Context: an optimization exercise on an open-source flow, tuned for small area. The choices shown serve that exercise and are no tape-out recipe. The RTL was checked by simulation tests, not by an equivalence proof against the original design. Power and IR drop assume default switching activity.

==> design.v <==
package regfile_pkg;
    localparam int unsigned XLEN_DEFAULT  = 32;
    localparam int unsigned NREGS_DEFAULT = 32;
    localparam int unsigned NRD_DEFAULT   = 2;
    localparam int unsigned NWR_DEFAULT   = 1;
    localparam int unsigned AW_DEFAULT    = $clog2(NREGS_DEFAULT);
    typedef logic [AW_DEFAULT-1:0]   reg_addr_t;
    typedef logic [XLEN_DEFAULT-1:0] reg_data_t;
    localparam int unsigned ZERO_REG = 0;
endpackage
module regfile_scoreboard
#(
    parameter int unsigned NREGS = regfile_pkg::NREGS_DEFAULT,
    localparam int unsigned AW   = $clog2(NREGS)
) (
    input  logic               clk,
    input  logic               rst,
    input  logic               set_en,
    input  logic [AW-1:0]      set_addr,
    input  logic [NREGS-1:0]   clr_hit,
    output logic [NREGS-1:0]   busy_vec
);
    logic [NREGS-1:0] busy_q;
    always_ff @(posedge clk) begin
        for (int unsigned r = 0; r < NREGS; r++) begin
            if (r == regfile_pkg::ZERO_REG) begin
                busy_q[r] <= 1'b0;
            end else begin
                busy_q[r] <= !rst && ((set_en && (set_addr == AW'(r))) ||
                                      (busy_q[r] && !clr_hit[r]));
            end
        end
    end
    assign busy_vec = busy_q;
endmodule
module regfile_mp
#(
    parameter int unsigned XLEN  = regfile_pkg::XLEN_DEFAULT,
    parameter int unsigned NREGS = regfile_pkg::NREGS_DEFAULT,
    parameter int unsigned NRD   = regfile_pkg::NRD_DEFAULT,
    parameter int unsigned NWR   = 2,
    localparam int unsigned AW   = $clog2(NREGS)
) (
    input  logic                 clk,
    input  logic                 rst,
    input  logic [NRD-1:0]       rd_en,
    input  logic [NRD*AW-1:0]    rd_addr,
    output logic [NRD*XLEN-1:0]  rd_data,
    output logic [NRD-1:0]       rd_busy,
    input  logic [NWR-1:0]       wr_en,
    input  logic [NWR*AW-1:0]    wr_addr,
    input  logic [NWR*XLEN-1:0]  wr_data,
    input  logic                 rsv_en,
    input  logic [AW-1:0]        rsv_addr,
    output logic [NREGS-1:0]     busy_vec
);
    localparam int unsigned NR = NREGS - 1;   
    logic [XLEN-1:0]  stored_q [1:NR];
    logic             phase_q;
    logic [XLEN-1:0]  wd0x, wd1x;
    logic [NREGS-1:0] hit0, hit1, wsel0, wsel1, whold;
    always_ff @(posedge clk) begin
        phase_q <= rst || !phase_q;
    end
    assign wd0x = wr_data[0 +: XLEN]    ^ {XLEN{phase_q}};
    assign wd1x = wr_data[XLEN +: XLEN] ^ {XLEN{phase_q}};
    logic [3:0] w0hi, w1hi;    
    logic [7:0] w0lo, w1lo;    
    logic       nrst;
    assign nrst = !rst;
    always_comb begin
        for (int unsigned k = 0; k < 4; k++) begin
            w0hi[k] = !rst && wr_en[0] && (wr_addr[3 +: 2] == 2'(k));
            w1hi[k] = !rst && wr_en[1] && (wr_addr[AW + 3 +: 2] == 2'(k));
        end
        for (int unsigned j = 0; j < 8; j++) begin
            w0lo[j] = (wr_addr[0 +: 3] == 3'(j));
            w1lo[j] = (wr_addr[AW +: 3] == 3'(j));
        end
    end
    assign hit0[0] = 1'b0;
    assign hit1[0] = 1'b0;
    assign wsel0[0] = 1'b0;
    assign wsel1[0] = 1'b0;
    assign whold[0] = 1'b0;
    for (genvar r = 1; r < NREGS; r++) begin : g_wsel
        logic n0, n1;
        assign hit0[r] = w0hi[r / 8] && w0lo[r % 8];
        assign hit1[r] = w1hi[r / 8] && w1lo[r % 8];
        assign n0 = !hit0[r];
        assign n1 = !hit1[r];
        rf_and2 u_s1 (.a (w1hi[r / 8]), .b (w1lo[r % 8]), .y (wsel1[r]));
        rf_and3 u_s0 (.a (w0hi[r / 8]), .b (w0lo[r % 8]), .c (n1), .y (wsel0[r]));
        rf_and3 u_h  (.a (nrst), .b (n0), .c (n1), .y (whold[r]));
    end
    for (genvar r = 1; r < NREGS; r++) begin : g_reg
        logic [XLEN-1:0] nxt;
        for (genvar b = 0; b < XLEN; b++) begin : g_bit
            rf_wcell u_cell (
                .s1 (wsel1[r]), .d1 (wd1x[b]),
                .s0 (wsel0[r]), .d0 (wd0x[b]),
                .h  (whold[r]), .q  (stored_q[r][b]),
                .y  (nxt[b])
            );
        end
        always_ff @(posedge clk) begin
            stored_q[r] <= nxt;
        end
    end
    regfile_scoreboard #(
        .NREGS (NREGS)
    ) u_scoreboard (
        .clk      (clk),
        .rst      (rst),
        .set_en   (rsv_en),
        .set_addr (rsv_addr),
        .clr_hit  (hit0 | hit1),
        .busy_vec (busy_vec)
    );
    logic [NRD*XLEN-1:0] rd_data_q;
    logic [NRD-1:0]      rd_busy_q;
    logic [XLEN-1:0]     words [NREGS];
    assign words[0] = '0;
    for (genvar r = 1; r < NREGS; r++) begin : g_words
        assign words[r] = stored_q[r];
    end
    always_ff @(posedge clk) begin
        for (int unsigned p = 0; p < NRD; p++) begin
            logic [AW-1:0] a;
            a = rd_addr[p*AW +: AW];
            if (rst) begin
                rd_data_q[p*XLEN +: XLEN] <= '0;
                rd_busy_q[p]              <= 1'b0;
            end else if (rd_en[p]) begin
                rd_data_q[p*XLEN +: XLEN] <= (a == '0) ? '0 : (words[a] ^ {XLEN{phase_q}});
                rd_busy_q[p]              <= busy_vec[a];
            end
        end
    end
    assign rd_data = rd_data_q;
    assign rd_busy = rd_busy_q;
endmodule
module rf_wcell (
    input  logic s1,
    input  logic d1,
    input  logic s0,
    input  logic d0,
    input  logic h,
    input  logic q,
    output logic y
);
    assign y = !((s1 && d1) || (s0 && d0) || (h && q));
endmodule
module rf_rtree #(
    parameter int unsigned N = 31
) (
    input  logic [N-1:0] s,
    input  logic [N-1:0] d,
    input  logic         p,
    output logic         y
);
    localparam int unsigned NG = (N + 2) / 3;
    logic [3*NG-1:0] sp, dp;
    logic [NG-1:0]   g_n;
    assign sp = {{(3*NG-N){1'b0}}, s};
    assign dp = {{(3*NG-N){1'b0}}, d};
    for (genvar g = 0; g < NG; g++) begin : g_grp
        if (3*g + 2 < N) begin : g_3
            rf_aoi222 u_aoi (
                .a1 (sp[3*g]),     .a2 (dp[3*g]),
                .b1 (sp[3*g + 1]), .b2 (dp[3*g + 1]),
                .c1 (sp[3*g + 2]), .c2 (dp[3*g + 2]),
                .y  (g_n[g])
            );
        end else if (3*g + 1 < N) begin : g_2
            rf_aoi22 u_aoi (
                .a1 (sp[3*g]),     .a2 (dp[3*g]),
                .b1 (sp[3*g + 1]), .b2 (dp[3*g + 1]),
                .y  (g_n[g])
            );
        end else begin : g_1
            rf_nand2 u_aoi (
                .a1 (sp[3*g]), .a2 (dp[3*g]),
                .y  (g_n[g])
            );
        end
    end
    rf_rfin #(.N(NG)) u_fin (.g_n (g_n), .p (p), .y (y));
endmodule
module rf_aoi222 (
    input  logic a1, a2, b1, b2, c1, c2,
    output logic y
);
    assign y = !((a1 && a2) || (b1 && b2) || (c1 && c2));
endmodule
module rf_aoi22 (
    input  logic a1, a2, b1, b2,
    output logic y
);
    assign y = !((a1 && a2) || (b1 && b2));
endmodule
module rf_nand2 (
    input  logic a1, a2,
    output logic y
);
    assign y = !(a1 && a2);
endmodule
module rf_rfin #(
    parameter int unsigned N = 11
) (
    input  logic [N-1:0] g_n,
    input  logic         p,
    output logic         y
);
    assign y = !(&g_n) ^ p;
endmodule
module rf_and2 (
    input  logic a, b,
    output logic y
);
    assign y = a && b;
endmodule
module rf_and3 (
    input  logic a, b, c,
    output logic y
);
    assign y = a && b && c;
endmodule
module regfile_top (
    input  logic          clk,
    input  logic          rst,
    input  logic [3:0]    rd_en,
    input  logic [19:0]   rd_addr,
    output logic [127:0]  rd_data,
    output logic [3:0]    rd_busy,
    input  logic [1:0]    wr_en,
    input  logic [9:0]    wr_addr,
    input  logic [63:0]   wr_data,
    input  logic          rsv_en,
    input  logic [4:0]    rsv_addr,
    output logic [31:0]   busy_vec
);
    regfile_mp #(
        .XLEN  (32),
        .NREGS (32),
        .NRD   (4),
        .NWR   (2)
    ) u_rf (
        .clk      (clk),
        .rst      (rst),
        .rd_en    (rd_en),
        .rd_addr  (rd_addr),
        .rd_data  (rd_data),
        .rd_busy  (rd_busy),
        .wr_en    (wr_en),
        .wr_addr  (wr_addr),
        .wr_data  (wr_data),
        .rsv_en   (rsv_en),
        .rsv_addr (rsv_addr),
        .busy_vec (busy_vec)
    );
endmodule
==> flow/run.sh <==
#!/bin/bash
# Standard ORFS layout (the standard.sh, unchanged synthesis) with:
#  - ports buffered with the smallest buffer instead of clkdlybuf4s50_1,
#  - power recovery (downsizing of non-critical gates) in global routing.
# The make output goes to flow.log; ORFS writes each step's log under orfs/logs.
set -uo pipefail
bash standard.sh \
  'BUFFER_PORTS_ARGS=-buffer_cell sky130_fd_sc_hd__buf_1' \
  'CTS_ARGS=-sink_clustering_enable -repair_clock_nets -dont_use_dummy_load -buf_list sky130_fd_sc_hd__clkbuf_8 -sink_clustering_size 15 -sink_clustering_max_diameter 50' \
  RECOVER_POWER=100 \
  finish > flow.log 2>&1
==> standard.sh <==
#!/bin/bash
# synth_recipe.tcl (not shown) runs the flow's synth.tcl, then flattens the netlist and writes it again
# the make line also repeats each setting of config.mk as NAME=value (left out here)
make -C /OpenROAD-flow-scripts/flow DESIGN_CONFIG=/design/flow/config.mk WORK_HOME=/design/flow/orfs CLKGATE_MAP_FILE= SYNTH_SCRIPT=/design/flow/synth_recipe.tcl "${@:-finish}"
==> config.mk <==
export PLATFORM = sky130hd
export DESIGN_NAME = regfile_top
export DESIGN_NICKNAME = regfile_top
export VERILOG_FILES = /design/flow/design.v
export SDC_FILE = /design/flow/constraint.sdc
export NUM_CORES = 4
export LEC_CHECK = 0
export CAP_MARGIN = 0
export CORE_MARGIN = 2
export CORE_UTILIZATION = 40
export SLEW_MARGIN = 0
export SYNTH_HIERARCHICAL = 1
export SYNTH_MINIMUM_KEEP_SIZE = 0
==> constraint.sdc <==
create_clock -name core_clock -period 5.0 [get_ports {clk}]
set_input_delay 1.0000 -clock core_clock [delete_from_list [all_inputs] [get_ports {clk}]]
set_output_delay 1.0000 -clock core_clock [all_outputs]
set_load 0.01 [all_outputs]
==> impl_metrics.py, run 1 <==
metrics = {
    "outcome": {
        "status": "stopped before the end",
        "lastStage": "global routing",
        "error_line": "[ERROR GRT-0116] Global routing finished with congestion. Check the congestion regions in the DRC Viewer.",
    },
    "global_route": {
        "grt_use_total_pct": 88.1,
        "grt_max_degree": 57,
        "grt_remaining_overflow": 306,
        "grt_pass1_vias": 105000,
        "grt_pass1_wl_mm": 1090,
    },
    "floorplan": {
        "rows": 154,
        "fp.dieW_um": 424,
        "fp.dieH_um": 424,
        "start_util_pct": 40.2,
        "ioPinCount": 272,
    },
    "yosys": {
        "syn_area_mm2": 0.0706,
        "syn_inst": 7391,
        "yosysWarnings": 12,
        "avgSynthCellArea_um2": 9.55,
    },
    "placed_design": {
        "dp_hpwl_mm": 529,
        "gp_congestion": 1.34,
        "port_buffers": 270,
    },
    "cts": {
        "h-tree-depth": 4,
        "ctsRootBufferMaster": "clkbuf_8",
        "holdBufCountCts": 0,
        "cts_resized": 0,
        "cts-buffers-inserted": 158,
        "max-clock-path-buffers": 3,
        "clkSinkCount": 1156,
        "post_cts_buffers": 0,
    },
}
[per-stage QoR]
step	instance area, µm²	hold slack (ns)	total power [mW]	cells	setup slack, ns
after detailed placement	81000	0.462	18.8	10200	0.304
after global placement	80900	0.456	18.8	10200	0.0728
after floorplan	70600	0.470	14.3	7391	1.79
after CTS	83100	0.367	25.1	10400	1.34
[worst min-delay path by stage]
stage | cells past startpoint | start | slack (ns) | endpoint
after detailed placement | 2 | u_rf.rd_data_q[102] | 0.46 | u_rf.rd_data_q[102]
after global placement | 2 | u_rf.rd_data_q[112] | 0.46 | u_rf.rd_data_q[112]
after floorplan | 2 | u_rf.rd_data_q[64] | 0.47 | u_rf.rd_data_q[64]
after CTS | 3 | rd_en[1] | 0.37 | u_rf.rd_busy_q[1]
[power groups by stage]
stage               registers (mW)  clock network [mW]  logic (mW)
global placement              12.0                   0        6.78
detailed placement            12.0                   0        6.82
floorplan                     11.0                   0        3.33
CTS                           11.8                6.50        6.84
[layer usage]
metal	GRT usage [%]	GRT overflow
met5	70.4	4
met4	81.5	114
met3	81.7	36
met2	94.8	135
met1	90.4	17
==> run 2, diff against run 1 <==
--- a/design.v
+++ b/design.v
@@ -121,18 +121,39 @@
     logic [NRD-1:0]      rd_busy_q;
-    logic [XLEN-1:0]     words [NREGS];
-    assign words[0] = '0;
-    for (genvar r = 1; r < NREGS; r++) begin : g_words
-        assign words[r] = stored_q[r];
-    end
-    always_ff @(posedge clk) begin
-        for (int unsigned p = 0; p < NRD; p++) begin
-            logic [AW-1:0] a;
-            a = rd_addr[p*AW +: AW];
-            if (rst) begin
-                rd_data_q[p*XLEN +: XLEN] <= '0;
-                rd_busy_q[p]              <= 1'b0;
-            end else if (rd_en[p]) begin
-                rd_data_q[p*XLEN +: XLEN] <= (a == '0) ? '0 : (words[a] ^ {XLEN{phase_q}});
-                rd_busy_q[p]              <= busy_vec[a];
+    for (genvar p = 0; p < NRD; p++) begin : g_rd
+        logic [NR-1:0]   sel;
+        logic            hold;
+        logic            psel;
+        logic [XLEN-1:0] val;
+        logic            bsy;
+        logic [NR-1:0]   bcol;
+        logic [3:0]      rhi;    
+        logic [7:0]      rlo;    
+        assign hold = !rst && !rd_en[p];
+        assign psel = phase_q && !rst && rd_en[p] && (rd_addr[p*AW +: AW] != '0);
+        for (genvar k = 0; k < 4; k++) begin : g_hi
+            assign rhi[k] = !rst && rd_en[p] && (rd_addr[p*AW + 3 +: 2] == 2'(k));
+        end
+        for (genvar j = 0; j < 8; j++) begin : g_lo
+            assign rlo[j] = (rd_addr[p*AW +: 3] == 3'(j));
+        end
+        for (genvar r = 1; r < NREGS; r++) begin : g_sel
+            rf_and2 u_sel (.a (rhi[r / 8]), .b (rlo[r % 8]), .y (sel[r-1]));
+            assign bcol[r-1] = busy_vec[r];
+        end
+        rf_rtree #(.N(NR + 1)) u_bsy (
+            .s ({hold, sel}), .d ({rd_busy_q[p], bcol}), .p (1'b0), .y (bsy)
+        );
+        for (genvar b = 0; b < XLEN; b++) begin : g_bit
+            logic [NR-1:0] col;
+            for (genvar r = 1; r < NREGS; r++) begin : g_col
+                assign col[r-1] = stored_q[r][b];
             end
+            rf_rtree #(.N(NR + 1)) u_tree (
+                .s ({hold, sel}), .d ({rd_data_q[p*XLEN + b], col}), .p (psel),
+                .y (val[b])
+            );
+        end
+        always_ff @(posedge clk) begin
+            rd_data_q[p*XLEN +: XLEN] <= val;
+            rd_busy_q[p]              <= bsy;
         end
--- a/config.mk
+++ b/config.mk
@@ -9,3 +9,4 @@
 export CORE_MARGIN = 2
-export CORE_UTILIZATION = 40
+export CORE_UTILIZATION = 35
+export MIN_ROUTING_LAYER = met2
 export SLEW_MARGIN = 0
==> impl_metrics.py, run 2 <==
metrics = {
    "outcome": {
        "error_line": "[ERROR GRT-0116] Global routing finished with congestion. Check the congestion regions in the DRC Viewer.",
        "status": "stopped before the end",
        "lastStage": "global routing",
    },
    "global_route": {
        "grt_pass1_wl_mm": 746,
        "grt_remaining_overflow": 2644,
        "grt_max_degree": 43,
        "grt_use_total_pct": 94.8,
        "grt_pass1_vias": 113000,
    },
    "yosys": {
        "synth-xor-area-share_pct": 3.04,
        "ys_seq_area_share_pct": 40.9,
        "ys_ff_latch": 1156,
        "syn_area_mm2": 0.0565,
        "synth_top_area_share_pct": 40.9,
        "synth_top_family_by_area": "compound AO/OA/AOI/OAI gates",
        "synth_top_area_cell": "a222oi_1",
        "ys_types": 41,
        "synth_edf_count": 0,
        "yosysWarnings": 10,
        "synthSimpleGateAreaFrac_pct": 10.6,
        "synth_commonest_cells": "2312 x a222oi_1, 1156 x dfxtp_1, 265 x nand4_1",
        "yosysMostFrequentCell": "a222oi_1",
        "synth-compound-area-share_pct": 44.8,
        "synth_fa_ha_area_share_pct": 0,
        "synth.mux.area_fraction_pct": 0,
        "synthArstFlopShare_pct": 0,
        "syn_inst": 4854,
        "avgSynthCellArea_um2": 11.6,
        "ys.flop_type": "dfxtp_1",
        "synth_area_leaders": "a222oi_1 41%, dfxtp_1 41%, nand4_1 2.9%, a22oi_2 2.9%, nor3_2 2.3%",
    },
    "cts": {
        "cts-buffers-inserted": 160,
        "h-tree-depth": 4,
        "holdBufCountCts": 0,
        "cts_resized": 0,
        "ctsRootBufferMaster": "clkbuf_8",
        "clkSinkCount": 1156,
        "post_cts_buffers": 0,
        "max-clock-path-buffers": 3,
    },
    "placed_design": {
        "gp_congestion": 1.31,
        "dpl-instance-area_mm2": 0.0652,
        "dp_hpwl_mm": 316,
        "port_buffers": 270,
    },
    "floorplan": {
        "start_util_pct": 35.2,
        "ioPinCount": 272,
        "rows": 147,
        "fp.dieH_um": 406,
        "fp.dieW_um": 406,
    },
}
-- run 2: power groups by stage --
| stage | Sequential [mW] | Clock [mW] | Combinational, mW |
|---|---|---|---|
| floorplan | 11.2 | 0 | 1.89 |
| global placement | 11.7 | 0 | 3.88 |
| detailed placement | 11.7 | 0 | 3.90 |
| CTS | 11.5 | 6.57 | 3.91 |
-- run 2: per-module statistics from Yosys (local to each module, per instance), a selection --
module / cells / times used
rf_wcell: 1 / 992
rf_aoi22: 1 / 132
rf_and3: 1 / 62
rf_and2: 1 / 155
rf_aoi222: 1 / 1320
-- run 2: cell families after synthesis --
family	Yosys count
compound gates	2510
simple gates	912
xor+xnor	196
flops	1156
other cells	2
buf+inv	78
-- run 2: through the flow --
step | instances | util [%] | setup slack, ns | total power [mW] | hold slack [ns]
2_1_floorplan | 4857 | - | 0.948 | 13.1 | 0.501
3_3_place_gp | 7696 | 40.6 | 0.356 | 15.6 | 0.514
3_5_place_dp | 7696 | 40.6 | 0.338 | 15.6 | 0.526
4_1_cts | 7856 | 42.0 | 1.31 | 22.0 | 0.537
-- run 2: worst min path at each step --
stage	startpoint	end	slack [ns]
2_1_floorplan	u_rf.stored_q[10][0]	u_rf.stored_q[10][0]	0.50
3_5_place_dp	u_rf.stored_q[19][19]	u_rf.stored_q[19][19]	0.53
4_1_cts	u_rf.stored_q[29][28]	u_rf.stored_q[29][28]	0.54
3_3_place_gp	u_rf.stored_q[7][7]	u_rf.stored_q[7][7]	0.51
-- run 2: layer usage --
layer,global-route usage [%],overflow
met1,-,-
met2,94.4,550
met3,101,1456
met4,86.5,418
met5,91.3,220
==> run 3, diff against run 2 <==
--- a/config.mk
+++ b/config.mk
@@ -9,3 +9,3 @@
 export CORE_MARGIN = 2
-export CORE_UTILIZATION = 35
+export CORE_UTILIZATION = 20
 export MIN_ROUTING_LAYER = met2
==> impl_metrics.py, run 3 <==
metrics = {
    "floorplan": {
        "fp.dieW_um": 536,
        "ioPinCount": 272,
        "start_util_pct": 20.1,
        "fp.dieH_um": 536,
        "rows": 195,
    },
    "cts": {
        "post_cts_buffers": 0,
        "clkSinkCount": 1156,
        "max-clock-path-buffers": 3,
        "ctsRootBufferMaster": "clkbuf_8",
        "holdBufCountCts": 0,
        "h-tree-depth": 4,
        "cts-buffers-inserted": 167,
        "cts_resized": 0,
    },
    "yosys": {
        "ys_seq_area_share_pct": 40.9,
        "synthArstFlopShare_pct": 0,
        "syn_area_mm2": 0.0565,
        "yosysMostFrequentCell": "a222oi_1",
        "ys_ff_latch": 1156,
        "avgSynthCellArea_um2": 11.6,
        "yosysWarnings": 10,
        "synth_top_area_cell": "a222oi_1",
        "synth_area_leaders": "a222oi_1 41%, dfxtp_1 41%, nand4_1 2.9%, a22oi_2 2.9%, nor3_2 2.3%",
        "ys.flop_type": "dfxtp_1",
        "syn_inst": 4854,
        "synth_top_area_share_pct": 40.9,
        "synth_edf_count": 0,
        "synth_commonest_cells": "2312 x a222oi_1, 1156 x dfxtp_1, 265 x nand4_1",
        "ys_types": 41,
    },
    "global_route": {
        "grt_pass1_wl_mm": 794,
        "grt_max_degree": 34,
        "grt_remaining_overflow": 8,
        "grt_pass1_vias": 109000,
        "grt_use_total_pct": 61.1,
    },
    "outcome": {
        "status": "stopped before the end",
        "error_line": "[ERROR GRT-0116] Global routing finished with congestion. Check the congestion regions in the DRC Viewer.",
        "lastStage": "global routing",
    },
    "placed_design": {
        "gp_congestion": 1.29,
        "port_buffers": 270,
        "dp_hpwl_mm": 316,
    },
}
-- run 3: cell counts after synthesis --
Identical to the previous run, type by type.
-- run 3: per-module statistics from Yosys, one instance, submodules excluded, a selection --
| module | copies in the design | cells inside | area, µm² | flops+latches |
|---|---|---|---|---|
| rf_aoi22 | 132 | 1 | 12.5 | 0 |
| rf_aoi222 | 1320 | 1 | 10.0 | 0 |
| rf_wcell | 992 | 1 | 10.0 | 0 |
| rf_and3 | 62 | 1 | 6.26 | 0 |
| rf_and2 | 155 | 1 | 6.26 | 0 |
-- run 3: how the worst min path moves through the flow --
stage,cells after the start,start,to
after global placement,1,u_rf.stored_q[4][6],u_rf.stored_q[4][6]
after floorplan,1,u_rf.stored_q[10][0],u_rf.stored_q[10][0]
after CTS,2,rst,u_rf.u_scoreboard.busy_q[14]
after detailed placement,1,u_rf.stored_q[23][28],u_rf.stored_q[23][28]
-- run 3: cells by family after synthesis --
logic type	share of synthesized area, %
compound gates	44.8
xor+xnor	3.04
other cells	0.0133
buf+inv	0.586
flops	40.9
simple gates	10.6
-- run 3: layer usage --
| metal | overflow | track usage, % |
|---|---|---|
| met1 | - | - |
| met2 | 2 | 60.8 |
| met3 | 6 | 69.6 |
| met4 | 0 | 51.9 |
| met5 | 0 | 42.9 |
-- run 3: per-stage QoR --
step           setup slack (ns)  power, mW  instances  instance area [µm²]  util (%)
4_1_cts                    1.45       22.3       9434                69300      24.6
3_5_place_dp              0.440       15.7       9267                67000      23.8
3_3_place_gp              0.424       15.6       9267                67000      23.8
2_1_floorplan             0.948       13.1       4857                56500         -
-- run 3: power by group through the flow --
stage	Sequential (mW)	Clock (mW)	Combinational (mW)
2_1_floorplan	11.2	0	1.89
3_3_place_gp	11.8	0	3.83
3_5_place_dp	11.8	0	3.86
4_1_cts	11.6	6.84	3.86
